This design comes from an exercise in tuning for small area, a short achievable clock period and few clock cycles on the open sky130 flow, not from production work. Where RTL was checked, it was by simulation tests only, not by an equivalence proof against the original. For runs 2 and 3, only the layout was checked, not whether the RTL still works. No activity file was given, so power comes from the tool's default toggle rates.

==> design/flow/design.v <==
package accum_pkg;
    localparam int LO_W = 17;    
endpackage
module accum_lane
#(
    parameter int IN_W  = 17,
    parameter int ACC_W = 24,
    parameter int L0_W  = 9
) (
    input  logic             clk,
    input  logic             clr_i,    
    input  logic             en_i,     
    input  logic [IN_W-1:0]  in_i,
    output logic [ACC_W-1:0] acc_o,
    output logic             ovf_o
);
    localparam int L1_W = IN_W - L0_W;
    localparam int HI_W = ACC_W - IN_W;
    logic [L0_W-1:0] lo0_q, lo0_s, lo0_n;
    logic [L1_W-1:0] lo1_q, lo1_s, lo1_i, lo1_n;
    logic [HI_W-1:0] hi_q, hi_s;
    logic            c0_q, c0_s, c1_q, c1_s, c1_i, c1_n, hc, ovf_q, sat;
    assign {c0_s, lo0_s} = {1'b0, lo0_q} + {1'b0, in_i[L0_W-1:0]};
    assign {c1_s, lo1_s} = {1'b0, lo1_q} + {1'b0, in_i[IN_W-1:L0_W]} + {{L1_W{1'b0}}, c0_q};
    assign {c1_i, lo1_i} = {1'b0, lo1_q} + {{L1_W{1'b0}}, c0_q};
    assign {hc, hi_s}    = {1'b0, hi_q} + {{HI_W{1'b0}}, c1_q};
    assign sat           = ovf_q | hc;
    assign lo0_n = en_i ? lo0_s : lo0_q;
    assign lo1_n = en_i ? lo1_s : lo1_i;
    assign c1_n  = en_i ? c1_s : c1_i;
    always_ff @(posedge clk) begin
        lo0_q <= (lo0_n | {L0_W{sat}}) & {L0_W{~clr_i}};
        lo1_q <= (lo1_n | {L1_W{sat}}) & {L1_W{~clr_i}};
        hi_q  <= (hi_s | {HI_W{sat}}) & {HI_W{~clr_i}};
        c0_q  <= en_i & c0_s & ~clr_i;
        c1_q  <= c1_n & ~clr_i;
        ovf_q <= sat & ~clr_i;
    end
    assign acc_o = {hi_q, lo1_q, lo0_q};
    assign ovf_o = ovf_q;
endmodule
module accum_bank_ctl
#(
    parameter int NUM_CH   = 32,
    parameter int IN_W     = 17,
    parameter int ACC_W    = 24,
    parameter int CNT_W    = 8
) (
    input  logic                    clk,
    input  logic                    reset_n,
    input  logic                    start,
    input  logic [CNT_W-1:0]        len,
    input  logic                    in_valid,
    output logic                    in_ready,
    input  logic [NUM_CH*IN_W-1:0]  accum_i,
    output logic                    out_valid,
    input  logic                    out_ready,
    output logic [NUM_CH*ACC_W-1:0] result,
    output logic [NUM_CH-1:0]       ovf,
    output logic                    busy
);
    logic             busy_q, rdy_q, vld_q;
    logic [1:0]       settle_q;
    logic [CNT_W-1:0] cnt_q;
    logic             go, beat, last;
    assign go   = start & (~busy_q | (vld_q & out_ready));
    assign beat = in_valid & rdy_q;
    assign last = beat & (cnt_q == CNT_W'(1));
    always_ff @(posedge clk or negedge reset_n) begin
        if (!reset_n) begin
            busy_q   <= 1'b0;
            rdy_q    <= 1'b0;
            vld_q    <= 1'b0;
            settle_q <= '0;
            cnt_q    <= '0;
        end else begin
            settle_q <= {settle_q[0], last} & {2{~go}};
            if (go) begin
                busy_q <= 1'b1;
                rdy_q  <= |len;
                vld_q  <= ~|len;
                cnt_q  <= len;
            end else begin
                if (beat) cnt_q <= cnt_q - CNT_W'(1);
                if (last) rdy_q <= 1'b0;
                if (settle_q[1]) vld_q <= 1'b1;
                if (vld_q & out_ready) begin
                    vld_q  <= 1'b0;
                    busy_q <= 1'b0;
                end
            end
        end
    end
    for (genvar i = 0; i < NUM_CH; i++) begin : g_lane
        accum_lane #(.IN_W(IN_W), .ACC_W(ACC_W)) u_lane (
            .clk    (clk),
            .clr_i  (go),
            .en_i   (beat),
            .in_i   (accum_i[i*IN_W +: IN_W]),
            .acc_o  (result[i*ACC_W +: ACC_W]),
            .ovf_o  (ovf[i])
        );
    end
    assign in_ready  = rdy_q;
    assign out_valid = vld_q;
    assign busy      = busy_q;
endmodule
==> design/flow/flow/run.sh <==
#!/bin/bash
# Layout flow: the standard layout (standard.sh, ORFS with the standard synthesis), with two
# changes: the port buffers are buf_1 cells instead of the resizer's default pick, and the pins
# may sit on adjacent routing tracks, so the die need not grow to fit 1360 pins; and global
# routing derates the layers by 12% instead of 20% (flow/grt.tcl), for the dense pin rows.
# Each tool's full output is kept in a log file of its own in this folder.
set -euo pipefail
export BUFFER_PORTS_ARGS="-buffer_cell sky130_fd_sc_hd__buf_1"
export PLACE_PINS_ARGS="-min_distance 1 -min_distance_in_tracks"
export PRE_GLOBAL_ROUTE_TCL="$(pwd)/flow/grt.tcl"
bash standard.sh synth > synth.log 2>&1
bash standard.sh > layout.log 2>&1
==> design/flow/flow/grt.tcl <==
# Before global routing: derate the routing layers' capacity a little less than the
# platform's 20%, so a single over-full edge near the dense pin rows does not stop the flow.
set_global_routing_layer_adjustment met1-met5 0.12
==> design/flow/standard.sh <==
#!/bin/bash
# synth_recipe.tcl (not shown) runs the flow's synth.tcl, then flattens the netlist and writes it again
# the make line also repeats each setting of config.mk as NAME=value (left out here)
make -C /OpenROAD-flow-scripts/flow DESIGN_CONFIG=/design/flow/config.mk WORK_HOME=/design/flow/orfs CLKGATE_MAP_FILE= SYNTH_SCRIPT=/design/flow/synth_recipe.tcl "${@:-finish}"
==> design/flow/config.mk <==
export PLATFORM = sky130hd
export DESIGN_NAME = accum_bank_ctl
export DESIGN_NICKNAME = accum_bank_ctl
export VERILOG_FILES = /design/flow/design.v
export SDC_FILE = /design/flow/constraint.sdc
export NUM_CORES = 4
export LEC_CHECK = 0
export CAP_MARGIN = 20
export CORE_MARGIN = 2
export CORE_UTILIZATION = 55
export CTS_BUF_LIST = sky130_fd_sc_hd__clkbuf_4 sky130_fd_sc_hd__clkbuf_8
export SETUP_SLACK_MARGIN = 2.4
export SLEW_MARGIN = 20
==> design/flow/constraint.sdc <==
create_clock -name core_clock -period 4.8 [get_ports {clk}]
set_input_delay 0.9600 -clock core_clock [delete_from_list [all_inputs] [get_ports {clk}]]
set_output_delay 0.9600 -clock core_clock [all_outputs]
set_load 0.01 [all_outputs]
==> summary.txt, run 1 <==
- CP max FO: 3
- Io pins: 1,360
- Reg2reg start: rdy_q
- Cell Rows: 122
- Clock share of power: 27.5%
- CTS clock-pin slew for the worst setup and hold paths: 0.06 ns
- DR iter-0 viols: 4,720
- Number of synthesized flops with an enable pin: 0
- Gr ovfl total: 0
- CP endpoint kind: output pin
- Status: timing/DRC/antenna clean
- Met2 GRT Util: 51.7%
- Arr. time, crit path: 1.53 ns
- Required time of the critical path: 3.84 ns
- Crit Path Category: reg2out
- Drt total wl: 227,000 um
- Post-layout util: 67.5%
- Port bufs: 1,359
- Syn Area/Cell: 8.29 sq um
- # DRC: 0
- WL/cell: 22.0 um
- Crit path max-delay cell type: dfrtp_2
- R2R Setup Slk: 2.47 ns
- Hold slack: 0.130 ns
- Initial antenna violation count: 129
- Dominant synthesized flop cell: dfxtp_1
- Ys async rst share: 1.48%
- Fin. Hold Viols: 0
- Pre-CTS setup slack: 1.57 ns
- Peak supply drop: 0.226 mV
- First-pass GRT wire length: 334,000 um
- Reg2reg end: g_lane[19].u_lane.lo0_q[8]
- Pre-antenna DRT Iters: 7
- Worst path depth: 1
- Switching Fraction: 38.9%
- Most used routing layer: met2
- Core area: 110,000 sq um
- Post-Route Setup TNS: 0 ns
- Most frequent cells in the layout: 690 x a21oi_1, 653 x buf_1, 641 x ha_1
- Grt met3 use: 12.5%
- Setup ws final: 2.31 ns
- CTS tree: yes
- Critical Path Start: rdy_q
- Die Height: 337 um
- Total number of yosys warnings: 2
- Yosys cell types: 78
- Worst path cell trace: buf_6
- Gate power share: 41.3%
- CP max stage delay: 0.50 ns
- Cells after synthesis: 7,355
- Crit path to: in_ready
- Final worst-path cycle share: 51.9%
- Cell area after synthesis: 61,000 sq um
- Int Power: 17.4 mW
- Initial Utilization: 55.3%
- Switching power: 11.1 mW
- Total Power: 28.5 mW
- Reg2Reg Depth: 6
- Type of the tightest min-delay check: in2async
- Final Max Tran Viols: 0
- Worst-case clock buffer depth: 3
- CTS root buffer: clkbuf_8
- Buffers and inverters on the worst path: 1
- TritonCTS Buffers: 165
- Seq cells post-synth: 877
- DR vias: 62.9k
- Net count, final: 9,915
- Final Cell Area: 74,600 sq um
- RD Place Congestion: 1.00
- Hold_buf cts: 0
- Vias in the first global route: 58.2k
- CTS H-tree lvls: 4
- Routed Antenna Nets: 0
- Sequential area share after synthesis: 28.9%
- Final Critical Period: 2.49 ns
- Die ar.: 114,000 sq um
- Clock Sink Count: 877
- Fill cell count: 9,704
- Fin Clk Skew: 0.0241 ns
- PD cells: 383 nW/um^2
- Relative slew slack: 25.7%
- Dpl hpwl: 166,000 um
- Placement Cell Area: 67,400 sq um
- Non-Filler Instances: 10.3k
- Placed insts: 9,903
- Synth Net Count: 8,650
- Layout cells sized above 1: 21.2%
- Vias per cell: 6.11
- Worst-margin pin slew: 1.12 ns
- Clock latency on the worst-skew pair: 0.86 ns
- GRT Resource Usage Total: 34.6%
- Commonest non-fill, non-tap cell in the layout: a21oi_1
- Synth-to-layout area growth: 22.2%
- Lkg Pwr: 29.3 nW
- Startpoint types: flop
- Pin count of the biggest net entering global routing: 164
- GR Layer Usage met1: 38.2%
- FMAX: 0.401 GHz
- Cell family with most CP delay: flip-flops
- Max Cap Viol: 0
- RSZ-0062 raised after global routing: yes
- Sequential share of power: 31.2%
- Die Span X: 337 um
- # setup viols final: 0
registers in the layout, summed over array words and instances (netlist names):
register,count
cnt_q,8
g_lane.u_lane.lo1_q,256
rdy_q,1
g_lane.u_lane.hi_q,224
g_lane.u_lane.c0_q,32
settle_q,2
g_lane.u_lane.ovf_q,32
vld_q,1
g_lane.u_lane.c1_q,32
busy_q,1
g_lane.u_lane.lo0_q,288
cell usage after synthesis, types with 17 or more instances:
| cell type | number | share of area, % |
|---|---|---|
| or3_1 | 123 | 1.3 |
| a211oi_1 | 139 | 1.7 |
| o211ai_1 | 75 | 0.92 |
| and3_1 | 115 | 1.2 |
| xnor2_1 | 221 | 3.2 |
| clkbuf_1 | 91 | 0.56 |
| ha_1 | 642 | 13 |
| a41oi_1 | 60 | 0.86 |
| nor4_1 | 56 | 0.57 |
| a21boi_0 | 49 | 0.60 |
| nor4b_1 | 26 | 0.37 |
| nand4_1 | 53 | 0.54 |
| a311oi_1 | 26 | 0.37 |
| buf_1 | 19 | 0.12 |
| o32ai_1 | 24 | 0.34 |
| o31a_1 | 28 | 0.40 |
| nor2b_1 | 58 | 0.59 |
| a211o_1 | 26 | 0.37 |
| nor2_1 | 463 | 2.8 |
| a41o_1 | 54 | 0.89 |
| o21a_1 | 65 | 0.80 |
| nand3_1 | 357 | 2.9 |
| o311ai_0 | 17 | 0.24 |
| a21o_1 | 89 | 1.1 |
| nand2b_1 | 182 | 1.9 |
| and4_4 | 23 | 0.42 |
| and2_0 | 23 | 0.24 |
| mux2i_1 | 84 | 1.4 |
| nor3_1 | 277 | 2.3 |
| fa_1 | 96 | 3.2 |
| buf_2 | 185 | 1.5 |
| a21oi_1 | 710 | 5.8 |
| o21ai_0 | 482 | 4.0 |
| o31ai_1 | 59 | 0.73 |
| inv_1 | 317 | 2.0 |
| nand2_1 | 483 | 3.0 |
| a31oi_1 | 210 | 2.2 |
| xor2_1 | 187 | 2.7 |
| buf_4 | 60 | 0.74 |
| buf_6 | 19 | 0.35 |
| and4_1 | 47 | 0.67 |
| dfxtp_1 | 864 | 28 |
worst min path at each step:
stage | startpoint | endpoint | slack [ns]
floorplan | settle_q[0] | settle_q[1] | 0.43
global placement | settle_q[0] | settle_q[1] | 0.43
detailed placement | settle_q[0] | settle_q[1] | 0.44
CTS | reset_n | cnt_q[4] | 0.09
global route | reset_n | cnt_q[7] | 0.16
finish | reset_n | cnt_q[3] | 0.13
power by group through the flow:
stage / Combinational (mW) / Sequential [mW] / Clock [mW]
final: 11.8 / 8.92 / 7.85
after CTS: 11.6 / 8.89 / 7.93
after global routing: 13.0 / 9.00 / 8.29
after global placement: 10.9 / 8.99 / 0
after floorplan: 8.22 / 9.01 / 0
after detailed placement: 11.1 / 9.01 / 0
worst register-to-register path: stages, from the launching register on:
cell,delay (ns)
dfrtp_2,0.50
buf_4,0.27
nand2_8,0.31
buf_4,0.44
or3_1,0.42
mux2i_1,0.17
nor3_1,0.07
metal layers:
metal  up-vias  wire length (um)
li1      29775                 -
met1     29655             84500
met2      2585             98300
met3       829             21700
met4        84             22000
met5         -               551
cells by family (layout without fill, tap and decap cells):
kind of cell               after synthesis  after routing  share of synthesized area, %
muxes                                   91             91                          1.51
DFF                                    877            877                          28.9
other                                    0             83                             0
and+or+nand+nor                       2351           2355                          19.6
xor gates and xnor gates               408            408                          5.86
AOI/OAI and AO/OA                     2198           2198                          22.5
buffers and inverters                  692           2069                          5.24
adders and majority gates              738            738                          16.3
what timing repair did:
action / in CTS / in global routing
hold endpoints to repair: 0 / 0
setup endpoints to repair: 1012 / 56
setup buffers: 34 / 0
gates cloned: 3 / 1
gates resized for setup: 1798 / 35
final cells by class:
cell class | count | area (sq um) | area share [%]
diodes | 83 | 208 | 0.279
flip-flops and latches | 877 | 18700 | 25.1
multi-input cells | 5790 | 40900 | 54.8
clock inverters | 17 | 140 | 0.188
well taps | 1488 | 1860 | 2.50
inverters | 317 | 1190 | 1.60
repair buffers | 1469 | 8270 | 11.1
clock buffers | 266 | 3320 | 4.46
Testbench counts, summed over its fixed seeds: cycles 17,923.
==> inputs of run 2 (changes only) <==
--- a/design/flow/design.v
+++ b/design/flow/design.v
@@ -25,3 +25,3 @@
     assign {c1_i, lo1_i} = {1'b0, lo1_q} + {{L1_W{1'b0}}, c0_q};
-    assign {hc, hi_s}    = {1'b0, hi_q} + {{HI_W{1'b0}}, c1_q};
+    assign {hc, hi_s}    = {1'b0, hi_q} + {{(HI_W-1){1'b0}}, c1_q & c1_n, c1_q ^ c1_n};
     assign sat           = ovf_q | hc;
@@ -29,3 +29,3 @@
     assign lo1_n = en_i ? lo1_s : lo1_i;
-    assign c1_n  = en_i ? c1_s : c1_i;
+    assign c1_n  = ~en_i & c1_i;          
     always_ff @(posedge clk) begin
@@ -35,3 +35,3 @@
         c0_q  <= en_i & c0_s & ~clr_i;
-        c1_q  <= c1_n & ~clr_i;
+        c1_q  <= en_i & c1_s & ~clr_i;
         ovf_q <= sat & ~clr_i;
@@ -61,4 +61,3 @@
 );
-    logic             busy_q, rdy_q, vld_q;
-    logic [1:0]       settle_q;
+    logic             busy_q, rdy_q, vld_q, settle_q;
     logic [CNT_W-1:0] cnt_q;
@@ -73,6 +72,6 @@
             vld_q    <= 1'b0;
-            settle_q <= '0;
+            settle_q <= 1'b0;
             cnt_q    <= '0;
         end else begin
-            settle_q <= {settle_q[0], last} & {2{~go}};
+            settle_q <= ~go & last;
             if (go) begin
@@ -85,3 +84,3 @@
                 if (last) rdy_q <= 1'b0;
-                if (settle_q[1]) vld_q <= 1'b1;
+                if (settle_q) vld_q <= 1'b1;
                 if (vld_q & out_ready) begin
==> design/flow/flow/run.sh (replaced) <==
#!/bin/bash
# Layout flow: the standard layout (standard.sh, ORFS with the standard synthesis), with two
# changes: the port buffers are buf_1 cells instead of the resizer's default pick, and the pins
# may sit on adjacent routing tracks, so the die need not grow to fit 1360 pins.
# Each tool's full output is kept in a log file of its own in this folder.
set -euo pipefail
export BUFFER_PORTS_ARGS="-buffer_cell sky130_fd_sc_hd__buf_1"
export PLACE_PINS_ARGS="-min_distance 1 -min_distance_in_tracks"
bash standard.sh synth > synth.log 2>&1
bash standard.sh > layout.log 2>&1
--- a/design/flow/config.mk
+++ b/design/flow/config.mk
@@ -9,4 +9,3 @@
 export CORE_MARGIN = 2
-export CORE_UTILIZATION = 55
-export CTS_BUF_LIST = sky130_fd_sc_hd__clkbuf_4 sky130_fd_sc_hd__clkbuf_8
+export CORE_UTILIZATION = 50
 export SETUP_SLACK_MARGIN = 2.4
removed: design/flow/flow/grt.tcl
==> summary.txt, run 2 <==
- Status: timing/DRC/antenna clean
- CTS clock-pin slew for the worst setup and hold paths: 0.06 ns
- Most frequent cells in the layout: 1,188 x buf_1, 791 x dfxtp_1, 695 x nand2_1
- Final Cell Area: 82,500 sq um
- Worst-case clock buffer depth: 3
- Mux cell area share after synthesis: 0.917%
- XOR/XNOR Fraction of Synth Area: 6.73%
- GRT Resource Usage Total: 37.1%
- Final Critical Period: 3.02 ns
- Total Power: 55.1 mW
- Total number of yosys warnings: 2
- Hold_buf cts: 0
- RD Place Congestion: 0.988
- CP endpoint kind: flop
- Initial antenna violation count: 135
- # setup viols final: 0
- Vias in the first global route: 59.9k
- Sequential share of power: 26.8%
- Setup ws final: 1.78 ns
- Synth Net Count: 8,820
- Peak supply drop: 0.368 mV
- Startpoint types: flop
- Vias per cell: 5.96
- Compound-cell area share of the yosys netlist: 22.5%
- CTS tree: yes
- Yosys cell types: 63
- Type of the tightest min-delay check: in2async
- Sequential area share after synthesis: 28.8%
- Hold slack: 0.265 ns
- Initial Utilization: 50.2%
- Final Max Tran Viols: 0
- Gate power share: 57.8%
- Pre-antenna DRT Iters: 6
- Clock Sink Count: 876
- Die Span X: 353 um
- Cells after synthesis: 7,461
- CTS root buffer: clkbuf_16
- # DRC: 0
- Dominant synthesized flop cell: dfxtp_1
- Largest family of logic cells by synthesized area: compound AO/OA/AOI/OAI gates
- Crit Path Category: reg2reg
- Reg2Reg Depth: 16
- Core area: 121,000 sq um
- Gr ovfl total: 0
- Fin Clk Skew: 0.0197 ns
- Count leader, synth: dfxtp_1
- TritonCTS Buffers: 106
- Routed Antenna Nets: 0
- Int Power: 29.5 mW
- Switching power: 25.5 mW
- Synth area leader: dfxtp_1
- Cell Rows: 128
- Final worst-path cycle share: 63.0%
- Arr. time, crit path: 3.62 ns
- First-pass GRT wire length: 362,000 um
- Lkg Pwr: 33.6 nW
- Largest register FFs: 288
- Number of synthesized flops with an enable pin: 0
- DR vias: 64.9k
- Syn Area/Cell: 8.18 sq um
- Post-synth top cells: 864 x dfxtp_1, 705 x nand2_1, 675 x a21oi_1
- Post-synthesis adder-cell area fraction: 18.0%
- Required time of the critical path: 5.39 ns
- Layout cells sized above 1: 19.9%
- CP max FO: 4
- Die Height: 353 um
- Clock share of power: 15.4%
- Post-Route Setup TNS: 0 ns
- Worst-margin pin slew: 1.19 ns
- Placement Cell Area: 69,600 sq um
- Biggest regs: g_lane.u_lane.lo0_q (288), g_lane.u_lane.lo1_q (256), g_lane.u_lane.hi_q (224)
- Io pins: 1,360
- Synth top area share: 28.4%
- FMAX: 0.331 GHz
- Switching Fraction: 46.4%
- Pre-CTS setup slack: 0.841 ns
- Clock latency on the worst-skew pair: 0.71 ns
- Max Cap Viol: 0
- Ranking of synthesized cells by area: dfxtp_1 28%, ha_1 14%, a21oi_1 5.5%
- DR iter-0 viols: 5,187
- Fin. Hold Viols: 0
- Cell area after synthesis: 61,000 sq um
- Commonest non-fill, non-tap cell in the layout: buf_1
- Net count, final: 10.5k
- Port bufs: 1,359
- Die ar.: 125,000 sq um
- Pin count of the biggest net entering global routing: 170
- Drt total wl: 246,000 um
- Simple-gate portion of the synthesized area: 18.8%
- Synth-to-layout area growth: 35.2%
- Relative slew slack: 20.6%
- CTS H-tree lvls: 3
- RSZ-0062 raised after global routing: yes
- Seq cells post-synth: 876
- Ys async rst share: 1.37%
- Reg2reg start: rdy_q
- PD cells: 668 nW/um^2
- Critical Path Start: rdy_q
- Reg with most FFs: g_lane.u_lane.lo0_q
- Dpl hpwl: 171,000 um
- WL/cell: 22.6 um
- R2R Setup Slk: 1.78 ns
==> run 2: cell count changes after synthesis, sizes merged, moves of 80 or more <==
cell / delta
a31oi: +85
clkbuf: +80
o21ai: +95
or3: -84
nor2: +157
buf: -118
nand2: +222
nor3: -99
==> run 2: timing repair <==
item,4_1_cts,5_1_grt
setup buffers,290,99
gates resized for setup,726,470
setup endpoints to repair,985,878
pin swaps,169,140
gates cloned,37,2
==> run 2: logic make-up after synthesis <==
group / count (synthesis)
adder cells (fa/ha/maj): 802
multiplexers: 54
XOR/XNOR: 469
AND/OR/NAND/NOR: 2406
AO/OA/AOI/OAI: 2235
buffers and inverters: 619
flip-flops: 876
==> run 2: worst paths after layout <==
check                                             end
setup / recovery           g_lane[10].u_lane.lo0_q[8]
hold / removal                               cnt_q[4]
setup reg to reg           g_lane[10].u_lane.lo0_q[8]
hold reg to reg                              settle_q
max in group asynchronous                       rdy_q
min in group core_clock                      settle_q
==> run 2: stage by stage <==
stage / utilization, % / std cells
floorplan: - / 7461
global placement: 57.3 / 10192
detailed placement: 57.3 / 10192
CTS: 65.2 / 10710
global route: 67.9 / 10873
finish: 67.9 / 10894
==> run 2: power by group through the flow <==
| stage | logic [mW] | registers, mW | clock network, mW |
|---|---|---|---|
| finish | 31.8 | 14.8 | 8.45 |
| global route | 34.9 | 15.2 | 8.85 |
| CTS | 29.9 | 14.5 | 8.54 |
| detailed placement | 28.2 | 14.4 | 0 |
| global placement | 27.7 | 14.4 | 0 |
| floorplan | 19.2 | 14.8 | 0 |
==> run 2: area by class of cell <==
cell class,instances,area (sq um)
timing repair buffer,1864,11500
clock buffer,155,3060
antenna,83,208
fill,10264,38900
tap,1625,2030
clock inverter,36,515
inverter,282,1060
multi-input combinational,5973,46400
sequential,876,17700
==> run 2: metal layers <==
layer	wire length [um]	up-vias	track usage, %	share of wire [%]
met4	20600	116	28.1	8.4
met1	95300	30687	44.0	39
met5	1010	-	2.15	0.41
met3	27200	828	15.8	11
met2	102000	2639	52.7	41
li1	-	30615	-	-
==> run 2: worst max-delay path, stage by stage (launching register included) <==
cell     delay, ns
dfrtp_4       0.56
nand2_8       0.10
buf_12        0.14
buf_4         0.13
buf_8         0.11
buf_4         0.11
buf_8         0.10
nand3_2       0.09
nor2_4        0.15
ha_4          0.14
ha_1          0.23
a21o_4        0.23
a41oi_4       0.26
buf_8         0.15
nand3_2       0.08
nor3_2        0.24
nor3b_1       0.07
==> inputs of run 3 (changes only) <==
--- a/design/flow/design.v
+++ b/design/flow/design.v
@@ -12,2 +12,3 @@
     input  logic             en_i,     
+    input  logic             set_i,    
     input  logic [IN_W-1:0]  in_i,
@@ -21,7 +22,8 @@
     logic [HI_W-1:0] hi_q, hi_s;
-    logic            c0_q, c0_s, c1_q, c1_s, c1_i, c1_n, hc, ovf_q, sat;
+    logic            c0_q, c0_s, c0_t, c1_q, c1_s, c1_i, hc, ovf_q, sat;
     assign {c0_s, lo0_s} = {1'b0, lo0_q} + {1'b0, in_i[L0_W-1:0]};
     assign {c1_s, lo1_s} = {1'b0, lo1_q} + {1'b0, in_i[IN_W-1:L0_W]} + {{L1_W{1'b0}}, c0_q};
-    assign {c1_i, lo1_i} = {1'b0, lo1_q} + {{L1_W{1'b0}}, c0_q};
-    assign {hc, hi_s}    = {1'b0, hi_q} + {{(HI_W-1){1'b0}}, c1_q & c1_n, c1_q ^ c1_n};
+    assign c0_t          = c0_q & set_i;
+    assign {c1_i, lo1_i} = {1'b0, lo1_q} + {{L1_W{1'b0}}, c0_t};
+    assign {hc, hi_s}    = {1'b0, hi_q} + {{(HI_W-1){1'b0}}, c1_q & c1_i, c1_q ^ c1_i};
     assign sat           = ovf_q | hc;
@@ -29,3 +31,2 @@
     assign lo1_n = en_i ? lo1_s : lo1_i;
-    assign c1_n  = ~en_i & c1_i;          
     always_ff @(posedge clk) begin
@@ -34,3 +35,3 @@
         hi_q  <= (hi_s | {HI_W{sat}}) & {HI_W{~clr_i}};
-        c0_q  <= en_i & c0_s & ~clr_i;
+        c0_q  <= (en_i ? c0_s : c0_q & ~set_i) & ~clr_i;
         c1_q  <= en_i & c1_s & ~clr_i;
@@ -97,2 +98,3 @@
             .en_i   (beat),
+            .set_i  (settle_q),
             .in_i   (accum_i[i*IN_W +: IN_W]),
==> summary.txt, run 3 <==
- First-pass GRT wire length: 375,000 um
- Yosys cell types: 82
- Port bufs: 1,359
- DR iter-0 viols: 5,398
- Final Max Tran Viols: 0
- Ranking of synthesized cells by area: dfxtp_1 28%, ha_1 14%, a21oi_1 5.4%
- Worst-case clock buffer depth: 3
- # setup viols final: 0
- CP endpoint kind: flop
- Worst-margin pin slew: 0.885 ns
- Initial antenna violation count: 133
- CTS clock-pin slew for the worst setup and hold paths: 0.07 ns
- Gr ovfl total: 0
- Drt total wl: 259,000 um
- Cell Rows: 129
- Biggest regs: g_lane.u_lane.lo0_q (288), g_lane.u_lane.lo1_q (256), g_lane.u_lane.hi_q (224)
- Commonest non-fill, non-tap cell in the layout: buf_1
- Number of synthesized flops with an enable pin: 0
- Vias per cell: 6.12
- Pre-antenna DRT Iters: 8
- Vias in the first global route: 62.9k
- WL/cell: 23.5 um
- Synth area leader: dfxtp_1
- Core area: 124,000 sq um
- DR vias: 67.4k
- Dpl hpwl: 176,000 um
- Io pins: 1,360
- Count leader, synth: dfxtp_1
- CTS tree: yes
- Clock latency on the worst-skew pair: 0.73 ns
- Routed Antenna Nets: 0
- RD Place Congestion: 1.00
- Dominant synthesized flop cell: dfxtp_1
- Crit Path Category: reg2reg
- CTS root buffer: clkbuf_16
- Synth Net Count: 8,821
- Critical Path Start: settle_q
- PD cells: 715 nW/um^2
- Peak supply drop: 0.575 mV
- Total number of yosys warnings: 2
- FMAX: 0.296 GHz
- Die Span X: 357 um
- Seq cells post-synth: 876
- Reg2reg end: g_lane[2].u_lane.hi_q[6]
- GRT Resource Usage Total: 37.6%
- Type of the tightest min-delay check: in2async
- # DRC: 0
- Reg2Reg Depth: 16
- Cell area after synthesis: 62,300 sq um
- Lkg Pwr: 33.7 nW
- Post-synth top cells: 864 x dfxtp_1, 678 x a21oi_1, 674 x ha_1
- Cells after synthesis: 7,462
- Max Cap Viol: 0
- Startpoint types: flop
- Required time of the critical path: 5.39 ns
- Relative slew slack: 41.0%
- Largest register FFs: 288
- Post-Route Setup TNS: 0 ns
- Sequential area share after synthesis: 28.2%
- Hold slack: 0.286 ns
- Clock Sink Count: 876
- Reg2reg start: settle_q
- Synth-to-layout area growth: 40.5%
- Non-Filler Instances: 11.0k
- Pin count of the biggest net entering global routing: 112
- Fill cell count: 9,863
- Die Height: 357 um
- Arr. time, crit path: 3.96 ns
- Most frequent cells in the layout: 1,160 x buf_1, 762 x dfxtp_1, 609 x nand2_1
- Crit path to: g_lane[2].u_lane.hi_q[6]
- Net count, final: 10.6k
- Fin Clk Skew: 0.0255 ns
- Status: timing/DRC/antenna clean
- Die ar.: 127,000 sq um
- Layout cells sized above 1: 25.2%
- Fin. Hold Viols: 0
- RSZ-0062 raised after global routing: yes
- Final worst-path cycle share: 70.3%
- CP max FO: 5
- Post-layout util: 70.8%
- Syn Area/Cell: 8.35 sq um
- TritonCTS Buffers: 107
- CTS H-tree lvls: 3
- Final Critical Period: 3.37 ns
- Reg with most FFs: g_lane.u_lane.lo0_q
- Ys async rst share: 1.37%
- R2R Setup Slk: 1.43 ns
- Placed insts: 10.2k
- Initial Utilization: 50.4%
- Synth top area share: 27.8%
[run 3: cell count changes after synthesis, moves of 47 or more]
cell,delta
o21ai_0,-219
nor2_1,-205
buf_2,+80
nand2_1,-77
and3_1,+66
or3_1,+56
clkbuf_1,-47
nand4_1,+47
[run 3: per-stage QoR]
stage | setup slack (ns) | cell area [sq um] | total power, mW
floorplan | 1.95 | 64800 | 35.5
global placement | 1.19 | 70900 | 43.7
detailed placement | 1.18 | 70900 | 44.2
CTS | 1.61 | 83100 | 58.6
global route | 1.38 | 87500 | 66.6
finish | 1.43 | 87600 | 62.6
[run 3: report_power, final]
group	switching [mW]	internal (mW)
combinational	21.7	17.3
clock	3.59	5.25
sequential	4.26	10.5
[run 3: worst min path at each step]
| stage | slack (ns) | depth (start not counted) | startpoint | end |
|---|---|---|---|---|
| 6_report | 0.29 | 1 | reset_n | cnt_q[6] |
| 5_1_grt | 0.37 | 1 | reset_n | cnt_q[6] |
| 4_1_cts | 0.28 | 1 | reset_n | settle_q |
| 3_5_place_dp | 0.46 | 1 | cnt_q[7] | settle_q |
| 3_3_place_gp | 0.46 | 1 | cnt_q[7] | settle_q |
| 2_1_floorplan | 0.45 | 1 | cnt_q[7] | settle_q |
[run 3: logic make-up (layout without fill, tap and decap cells)]
logic type	after synthesis	in the layout	synth area share [%]
buffers and inverters	634	2459	4.40
muxes	53	53	0.883
and+or+nand+nor	2453	2456	20.3
other	0	78	0
AOI/OAI and AO/OA	2203	2214	22.3
DFF	876	876	28.2
xor gates and xnor gates	441	441	6.20
adders and majority gates	802	802	17.6
[run 3: layout make-up]
type | instances | area [sq um] | area share (%)
repair buffers | 1990 | 12600 | 14.4
multi-input cells | 5966 | 50200 | 57.3
clock buffers | 148 | 3140 | 3.58
well taps | 1637 | 2050 | 2.34
clock inverters | 53 | 619 | 0.707
inverters | 268 | 1030 | 1.17
diodes | 78 | 195 | 0.223
flip-flops and latches | 876 | 17700 | 20.2
[run 3: what timing repair did]
action | in CTS | in global routing
gates resized for setup | 1187 | 613
buffers inserted | 399 | 121
cloned | 31 | 5
setup endpoints to repair | 1012 | 891
pin swaps | 387 | 236
hold buffers | 0 | 0
[run 3: routing by layer]
metal / GRT usage (%) / vias to the layer above / share of wire (%) / routed length (um)
li1: - / 31249 / - / -
met1: 43.7 / 32357 / 37 / 96800
met2: 56.4 / 2825 / 43 / 112000
met3: 14.5 / 876 / 11 / 28100
met4: 27.3 / 112 / 8.4 / 21700
met5: 0.889 / - / 0.31 / 816
[run 3: worst max-delay path: stages (launching register included)]
cell      delay [ns]
dfrtp_4         0.53
buf_6           0.14
buf_12          0.11
buf_16          0.14
and2_4          0.17
ha_4            0.16
ha_4            0.16
and3_4          0.14
and3_4          0.18
ha_4            0.24
ha_4            0.15
buf_4           0.13
inv_2           0.18
fa_2            0.36
nand2b_4        0.16
xor2_1          0.16
a21oi_1         0.08

port drivers added, routing unchanged:
The flow's constraints put no driver on any port. The routed layouts listed below were extracted and timed again, unchanged, in two steps. Step 1 (the two cells are an assumption about what drives the block):
set clk [get_ports {clk}]
set_driving_cell -lib_cell sky130_fd_sc_hd__clkbuf_16 $clk
set_driving_cell -lib_cell sky130_fd_sc_hd__buf_2 [delete_from_list [all_inputs] $clk]
Step 2 moves the port delays by t, midway between the first and last clock arrival at a register: inputs arrive t later, outputs are due t later. That takes back most of the time a late clock gives input paths. Slacks: ideal / step 1 / step 2; pairs: ideal / step 1.
| run | t (ns) | setup WS [ns] | worst setup path at the end |
|---|---|---|---|
| run 1 | 0.932 | 2.308 / 2.228 / 1.477 | input to register |
| run 2 | 0.786 | 1.776 / 1.776 / 1.095 | input to register |
| run 3 | 0.810 | 1.427 / 1.427 / 1.427 | register to register |
After both steps every run listed still meets setup and hold. For run 1, which loses most, drivers alone change the setup slack by -0.080 ns; drivers and shift together by -0.831 ns.
